What follows belongs to an exercise in optimizing a design on an open flow for a short achievable clock period and few clock cycles per item; a production flow would make more cautious choices. Function was checked by simulation only, so behaviour that the tests miss may differ from the original.

==> amber: inputs <==
Design ooo_core, start of the top module:
module ooo_core (
    input  logic                       clk_i,
    input  logic                       arst_n_i,
    output logic [ooo_pkg::XLEN-1:0]   inst_addr_o,
    output logic                       inst_ce_o,
    input  logic [ooo_pkg::XLEN-1:0]   inst_i,
    output logic                       commit_valid_o,
    output logic [ooo_pkg::XLEN-1:0]   commit_pc_o,
    output logic [ooo_pkg::REG_AW-1:0] commit_rd_o,
    output logic [ooo_pkg::XLEN-1:0]   commit_value_o
);
    localparam int XLEN   = ooo_pkg::XLEN;
    localparam int REG_AW = ooo_pkg::REG_AW;
    localparam int NREGS  = 1 << REG_AW;
    localparam int R_SUM  = 0;
    localparam int R_DIFF = 1;
    localparam int R_OTH  = 2;
    logic [XLEN-1:0] pc_q;
    logic            ce_q;
    logic            flight_q;
    assign inst_ce_o   = ce_q;
    assign inst_addr_o = pc_q;
    always_ff @(posedge clk_i or negedge arst_n_i) begin
        if (!arst_n_i) begin
            pc_q     <= '0;
            ce_q     <= 1'b1;
            flight_q <= 1'b0;
        end else begin
            pc_q     <= pc_q + 32'd4;
            ce_q     <= 1'b1;
            flight_q <= 1'b1;
        end
    end
    logic              d1_valid_q;
    logic [XLEN-1:0]   ir_q;
    logic [NREGS-1:0]  rd1_sel_q;
    logic [NREGS-1:0]  rd2_sel_q;
    logic [2:0]        hit1_q;      
    logic [2:0]        hit2_q;
    logic              d2_valid_q;
    logic [REG_AW-1:0] d2_rd_q;
    logic              e_valid_q;
    logic [REG_AW-1:0] e_rd_q;
    logic [2:0]        e_cls_q;
    logic              w_valid_q;
    logic [REG_AW-1:0] w_rd_q;
    logic [2:0]        w_cls_q;
  ...
clock: 7.0 ns
lec_check: 0
cap_margin: 20
core_margin: 2
core_utilization: 70
cts_cluster_diameter: 250
cts_cluster_size: 64
setup_slack_margin: 4.6
slew_margin: 20
tns_end_percent: 100
standard.sh (not shown) runs the stock make flow with config.mk's settings and CLKGATE_MAP_FILE= SYNTH_SCRIPT=/design/flow/synth_recipe.tcl, a recipe that flattens the netlist after the stock synthesis.
==> flow/flow/run.sh <==
#!/bin/bash
# The standard layout (standard.sh), with one change to synthesis: the
# combinational logic is mapped by ABC with a delay-driven script
# (flow/abc_speed.script) and without Yosys's full-adder extraction.
# Registers are mapped before ABC, as in the standard synthesis, so the
# registers, their names and cell types are the standard synthesis's.
set -euo pipefail
here=$(pwd)
rm -rf "$here/scripts"
cp -r "$FLOW_HOME/scripts" "$here/scripts"
cp "$here/flow/abc_speed.script" "$here/scripts/abc_speed.script"
bash standard.sh SCRIPTS_DIR="$here/scripts" ADDER_MAP_FILE= synth > "$here/synth.log" 2>&1
bash standard.sh SCRIPTS_DIR="$here/scripts" > "$here/layout.log" 2>&1
==> flow/flow/abc_speed.script <==
strash
dch
map -D 1200
buffer -p
upsize -D 1200
dnsize -D 1200
==> inputs of violet, as changes to amber <==
--- a/flow/design.v
+++ b/flow/design.v
@@ -58,28 +58,41 @@
     localparam int R_OTH  = 2;
     logic [XLEN-1:0] pc_q;
     logic            ce_q;
     logic            flight_q;
     assign inst_ce_o   = ce_q;
-    assign inst_addr_o = pc_q;
+    assign inst_addr_o = addr_q;
     always_ff @(posedge clk_i or negedge arst_n_i) begin
         if (!arst_n_i) begin
-            pc_q     <= '0;
             ce_q     <= 1'b1;
             flight_q <= 1'b0;
         end else begin
-            pc_q     <= pc_q + 32'd4;
             ce_q     <= 1'b1;
             flight_q <= 1'b1;
         end
     end
+    logic [XLEN-1:0] addr_q;
+    always_ff @(posedge clk_i or negedge arst_n_i) begin
+        if (!arst_n_i) begin
+            pc_q <= '0;
+        end else begin
+            pc_q <= pc_q + 32'd4;
+        end
+    end
+    always_ff @(posedge clk_i) begin
+        if (!arst_n_i) begin
+            addr_q <= '0;
+        end else begin
+            addr_q <= pc_q + 32'd4;
+        end
+    end
     logic              d1_valid_q;
     logic [XLEN-1:0]   ir_q;
     logic [NREGS-1:0]  rd1_sel_q;
     logic [NREGS-1:0]  rd2_sel_q;
-    logic [2:0]        hit1_q;      
-    logic [2:0]        hit2_q;
+    logic [3:0]        hit1_q;      
+    logic [3:0]        hit2_q;
     logic              d2_valid_q;
     logic [REG_AW-1:0] d2_rd_q;
     logic              e_valid_q;
     logic [REG_AW-1:0] e_rd_q;
     logic [2:0]        e_cls_q;
@@ -91,44 +104,49 @@
     logic [XLEN-1:0]   w_oth_q;
     logic [XLEN-1:0]   w_value;
     logic              c_valid_q;
     logic [REG_AW-1:0] c_rd_q;
     logic [XLEN-1:0]   c_value_q;
+    logic [XLEN-1:0]   wb_value_q;   
     logic [XLEN-1:0]   regs [NREGS];
     logic              is_op;
     logic              is_imm;
     logic [REG_AW-1:0] rd;
     assign is_op  = (ir_q[6:0] == ooo_pkg::OPC_OP);
     assign is_imm = (ir_q[6:0] == ooo_pkg::OPC_OP_IMM);
     assign rd     = (is_op || is_imm) ? ir_q[11:7] : '0;
     logic [REG_AW-1:0] f_rs1;
     logic [REG_AW-1:0] f_rs2;
     logic              f_imm;
-    logic [2:0]        f_hit1;
-    logic [2:0]        f_hit2;
+    logic [3:0]        f_hit1;
+    logic [3:0]        f_hit2;
     assign f_rs1 = inst_i[19:15];
     assign f_rs2 = inst_i[24:20];
     assign f_imm = (inst_i[6:0] == ooo_pkg::OPC_OP_IMM);
     always_comb begin
-        f_hit1 = 3'b000;
-        f_hit2 = 3'b000;
+        f_hit1 = 4'b0000;
+        f_hit2 = 4'b0000;
         if (f_rs1 != '0) begin
             if (d1_valid_q && rd == f_rs1) begin
-                f_hit1 = 3'b001;
+                f_hit1 = 4'b0001;
             end else if (d2_valid_q && d2_rd_q == f_rs1) begin
-                f_hit1 = 3'b010;
+                f_hit1 = 4'b0010;
             end else if (e_valid_q && e_rd_q == f_rs1) begin
-                f_hit1 = 3'b100;
+                f_hit1 = 4'b0100;
+            end else if (w_valid_q && w_rd_q == f_rs1) begin
+                f_hit1 = 4'b1000;
             end
         end
         if (f_rs2 != '0 && !f_imm) begin
             if (d1_valid_q && rd == f_rs2) begin
-                f_hit2 = 3'b001;
+                f_hit2 = 4'b0001;
             end else if (d2_valid_q && d2_rd_q == f_rs2) begin
-                f_hit2 = 3'b010;
+                f_hit2 = 4'b0010;
             end else if (e_valid_q && e_rd_q == f_rs2) begin
-                f_hit2 = 3'b100;
+                f_hit2 = 4'b0100;
+            end else if (w_valid_q && w_rd_q == f_rs2) begin
+                f_hit2 = 4'b1000;
             end
         end
     end
     always_ff @(posedge clk_i or negedge arst_n_i) begin
         if (!arst_n_i) begin
@@ -140,22 +158,30 @@
     always_ff @(posedge clk_i) begin
         ir_q   <= inst_i;
         hit1_q <= f_hit1;
         hit2_q <= f_hit2;
         for (int r = 0; r < NREGS; r++) begin
-            rd1_sel_q[r] <= (f_rs1 == REG_AW'(r)) && (r != 0) && (f_hit1 == 3'b000);
-            rd2_sel_q[r] <= (f_rs2 == REG_AW'(r)) && (r != 0) && (f_hit2 == 3'b000);
+            rd1_sel_q[r] <= (f_rs1 == REG_AW'(r)) && (r != 0);
+            rd2_sel_q[r] <= (f_rs2 == REG_AW'(r)) && (r != 0) && !f_imm;
         end
     end
-    logic [XLEN-1:0]   rf1;
-    logic [XLEN-1:0]   rf2;
+    logic [XLEN-1:0]   rf1_lo;
+    logic [XLEN-1:0]   rf1_hi;
+    logic [XLEN-1:0]   rf2_lo;
+    logic [XLEN-1:0]   rf2_hi;
     always_comb begin
-        rf1 = '0;
-        rf2 = '0;
-        for (int r = 1; r < NREGS; r++) begin
-            rf1 = rf1 | ({XLEN{rd1_sel_q[r]}} & regs[r]);
-            rf2 = rf2 | ({XLEN{rd2_sel_q[r]}} & regs[r]);
+        rf1_lo = '0;
+        rf1_hi = '0;
+        rf2_lo = '0;
+        rf2_hi = '0;
+        for (int r = 1; r < NREGS / 2; r++) begin
+            rf1_lo = rf1_lo | ({XLEN{rd1_sel_q[r]}} & regs[r]);
+            rf2_lo = rf2_lo | ({XLEN{rd2_sel_q[r]}} & regs[r]);
+        end
+        for (int r = NREGS / 2; r < NREGS; r++) begin
+            rf1_hi = rf1_hi | ({XLEN{rd1_sel_q[r]}} & regs[r]);
+            rf2_hi = rf2_hi | ({XLEN{rd2_sel_q[r]}} & regs[r]);
         end
     end
     logic [2:0]        cls;
     logic              use_add;
     logic              use_sh;
@@ -171,14 +197,16 @@
     assign use_add = (ir_q[14:12] == 3'b000) || (ir_q[14:12] == 3'b011)
                   || (ir_q[14:12] == 3'b010);
     assign use_sh  = (ir_q[13:12] == 2'b01);
     assign lg_op   = {ir_q[14:12] == 3'b111, ir_q[14:12] == 3'b110, ir_q[14:12] == 3'b100};
     assign use_lg  = |lg_op;
-    logic [XLEN-1:0]   d2_rf1_q;
-    logic [XLEN-1:0]   d2_rf2_q;
-    logic [2:0]        d2_hit1_q;
-    logic [2:0]        d2_hit2_q;
+    logic [XLEN-1:0]   d2_rf1_lo_q;
+    logic [XLEN-1:0]   d2_rf1_hi_q;
+    logic [XLEN-1:0]   d2_rf2_lo_q;
+    logic [XLEN-1:0]   d2_rf2_hi_q;
+    logic [3:0]        d2_hit1_q;
+    logic [3:0]        d2_hit2_q;
     logic              d2_imm_q;
     logic [XLEN-1:0]   d2_immv_q;
     logic [2:0]        d2_cls_q;
     logic              d2_use_add_q;
     logic              d2_use_sh_q;
@@ -193,12 +221,14 @@
             d2_valid_q <= d1_valid_q;
         end
     end
     always_ff @(posedge clk_i) begin
         d2_rd_q      <= rd;
-        d2_rf1_q     <= rf1;
-        d2_rf2_q     <= rf2;
+        d2_rf1_lo_q  <= rf1_lo;
+        d2_rf1_hi_q  <= rf1_hi;
+        d2_rf2_lo_q  <= rf2_lo;
+        d2_rf2_hi_q  <= rf2_hi;
         d2_hit1_q    <= hit1_q;
         d2_hit2_q    <= hit2_q;
         d2_imm_q     <= is_imm;
         d2_immv_q    <= {{(XLEN-12){ir_q[31]}}, ir_q[31:20]};
         d2_cls_q     <= cls;
@@ -214,17 +244,19 @@
                    | ({XLEN{w_cls_q[R_OTH]}}  & w_oth_q);
     logic [XLEN-1:0]   a_d;
     logic [XLEN-1:0]   b_d;
     logic [2:0]        fwd1;
     logic [2:0]        fwd2;
-    assign a_d  = d2_rf1_q
+    assign a_d  = ({XLEN{d2_hit1_q == 4'b0000}} & (d2_rf1_lo_q | d2_rf1_hi_q))
                 | ({XLEN{d2_hit1_q[1]}} & w_value)
-                | ({XLEN{d2_hit1_q[2]}} & c_value_q);
+                | ({XLEN{d2_hit1_q[2]}} & c_value_q)
+                | ({XLEN{d2_hit1_q[3]}} & wb_value_q);
     assign b_d  = d2_imm_q ? d2_immv_q
-                           : (d2_rf2_q
+                           : (({XLEN{d2_hit2_q == 4'b0000}} & (d2_rf2_lo_q | d2_rf2_hi_q))
                             | ({XLEN{d2_hit2_q[1]}} & w_value)
-                            | ({XLEN{d2_hit2_q[2]}} & c_value_q));
+                            | ({XLEN{d2_hit2_q[2]}} & c_value_q)
+                            | ({XLEN{d2_hit2_q[3]}} & wb_value_q));
     assign fwd1 = d2_hit1_q[0] ? e_cls_q : 3'b000;
     assign fwd2 = d2_hit2_q[0] ? e_cls_q : 3'b000;
     logic [XLEN-1:0] add_a_q;
     logic [XLEN-1:0] add_b_q;
     logic [2:0]      add_f1_q;
@@ -316,30 +348,42 @@
         w_rd_q   <= e_rd_q;
         w_cls_q  <= e_cls_q;
         w_sum_q  <= e_sum;
         w_diff_q <= e_diff;
         w_oth_q  <= e_oth;
-        if (w_valid_q && w_rd_q != '0) begin
-            regs[w_rd_q] <= w_value;
-        end
     end
+    logic [XLEN-1:0]   w_pc_q;
     logic [XLEN-1:0]   c_pc_q;
+    logic              r_valid_q;
+    logic [XLEN-1:0]   r_pc_q;
+    logic [REG_AW-1:0] r_rd_q;
+    logic [XLEN-1:0]   r_value_q;
     always_ff @(posedge clk_i or negedge arst_n_i) begin
         if (!arst_n_i) begin
+            w_pc_q    <= '0;
             c_valid_q <= 1'b0;
-            c_pc_q    <= '0;
+            r_valid_q <= 1'b0;
         end else begin
-            c_valid_q <= w_valid_q;
-            if (c_valid_q) begin
-                c_pc_q <= c_pc_q + 32'd4;
+            if (w_valid_q) begin
+                w_pc_q <= w_pc_q + 32'd4;
             end
+            c_valid_q <= w_valid_q;
+            r_valid_q <= c_valid_q;
         end
     end
     always_ff @(posedge clk_i) begin
+        c_pc_q    <= w_pc_q;
         c_rd_q    <= w_rd_q;
         c_value_q <= w_value;
+        r_pc_q    <= c_pc_q;
+        r_rd_q    <= c_rd_q;
+        r_value_q <= c_value_q;
+        if (c_valid_q && c_rd_q != '0) begin
+            regs[c_rd_q] <= c_value_q;
+            wb_value_q   <= c_value_q;
+        end
     end
-    assign commit_valid_o = c_valid_q;
-    assign commit_pc_o    = c_pc_q;
-    assign commit_rd_o    = c_rd_q;
-    assign commit_value_o = c_value_q;
+    assign commit_valid_o = r_valid_q;
+    assign commit_pc_o    = r_pc_q;
+    assign commit_rd_o    = r_rd_q;
+    assign commit_value_o = r_value_q;
 endmodule
==> flow/flow/abc_speed.script (replaced) <==
strash
dch
map -D 700
buffer -p
upsize -D 700
dnsize -D 700
CORE_UTILIZATION = 50   (was 70)
CTS_CLUSTER_DIAMETER = 70   (was 250)
CTS_CLUSTER_SIZE = 30   (was 64)
SETUP_SLACK_MARGIN = 5   (was 4.6)
==> qor summary <==
H-tree lvl count: amber 1; violet 3
Placement Setup Slack: amber 2850 ps; violet 3390 ps
Clk sink count: amber 1588; violet 1816
Synth Instances: amber 6798; violet 7418
# Post-CTS Setup Buffers: amber 301; violet 390
Sequential-to-total area share from yosys stat: amber 60.0%; violet 61.4%
Number of synthesized flops with an enable pin: amber 992; violet 1024
Parity-gate share of the synthesized area counting xor and xnor cells: amber 1.21%; violet 0.848%
Top cell type's share of synthesized area: amber 42.5%; violet 40.2%
Inserted Clock Buffers: amber 28; violet 116
DIE HEIGHT: amber 320 um; violet 395 um
DP HPWL: amber 205000 um; violet 205000 um
Placer congestion estimate: amber 1.11; violet 0.979
Fraction of synthesized area in multiplexers: amber 0.157%; violet 0.170%
Run status: amber did not finish; violet no timing/DRC/antenna violations
Failing step: amber global routing; violet -
Post-cts gate resize count: amber 1449; violet 2083
Testbench counts of amber, summed over its fixed seeds: cycles 32,296, insts 32,248.
Testbench counts of violet, summed over its fixed seeds: cycles 32,304, insts 32,248.

==> port drivers added, routing unchanged <==
The results above use ideal ports. As a check the final layout listed here was re-extracted and re-timed, cells and wires unchanged. Step 1 (the two cells are an assumption about what drives the block):
set clk [get_ports {clk_i}]
set_driving_cell -lib_cell sky130_fd_sc_hd__clkbuf_16 $clk
set_driving_cell -lib_cell sky130_fd_sc_hd__buf_2 [delete_from_list [all_inputs] $clk]
Step 2 times the ports against the registers' clock, not the clock port: input delays grow and output delays shrink by t, the midpoint of the rising clock arrivals with the driver on. Three values: ideal, step 1, step 2; two values: the first two.
run: violet
t, ns: 0.883
setup WS [ns]: 4.239 / 4.190 / 4.208
worst setup path after step 2: input to register
clock arrival spread, ns: 0.048 / 0.048
worst slew at a driven data input, ns: 0.12
After both steps setup and hold are still met in violet. The setup slack of violet moves by -0.049 ns with the drivers and by -0.031 ns with both steps.
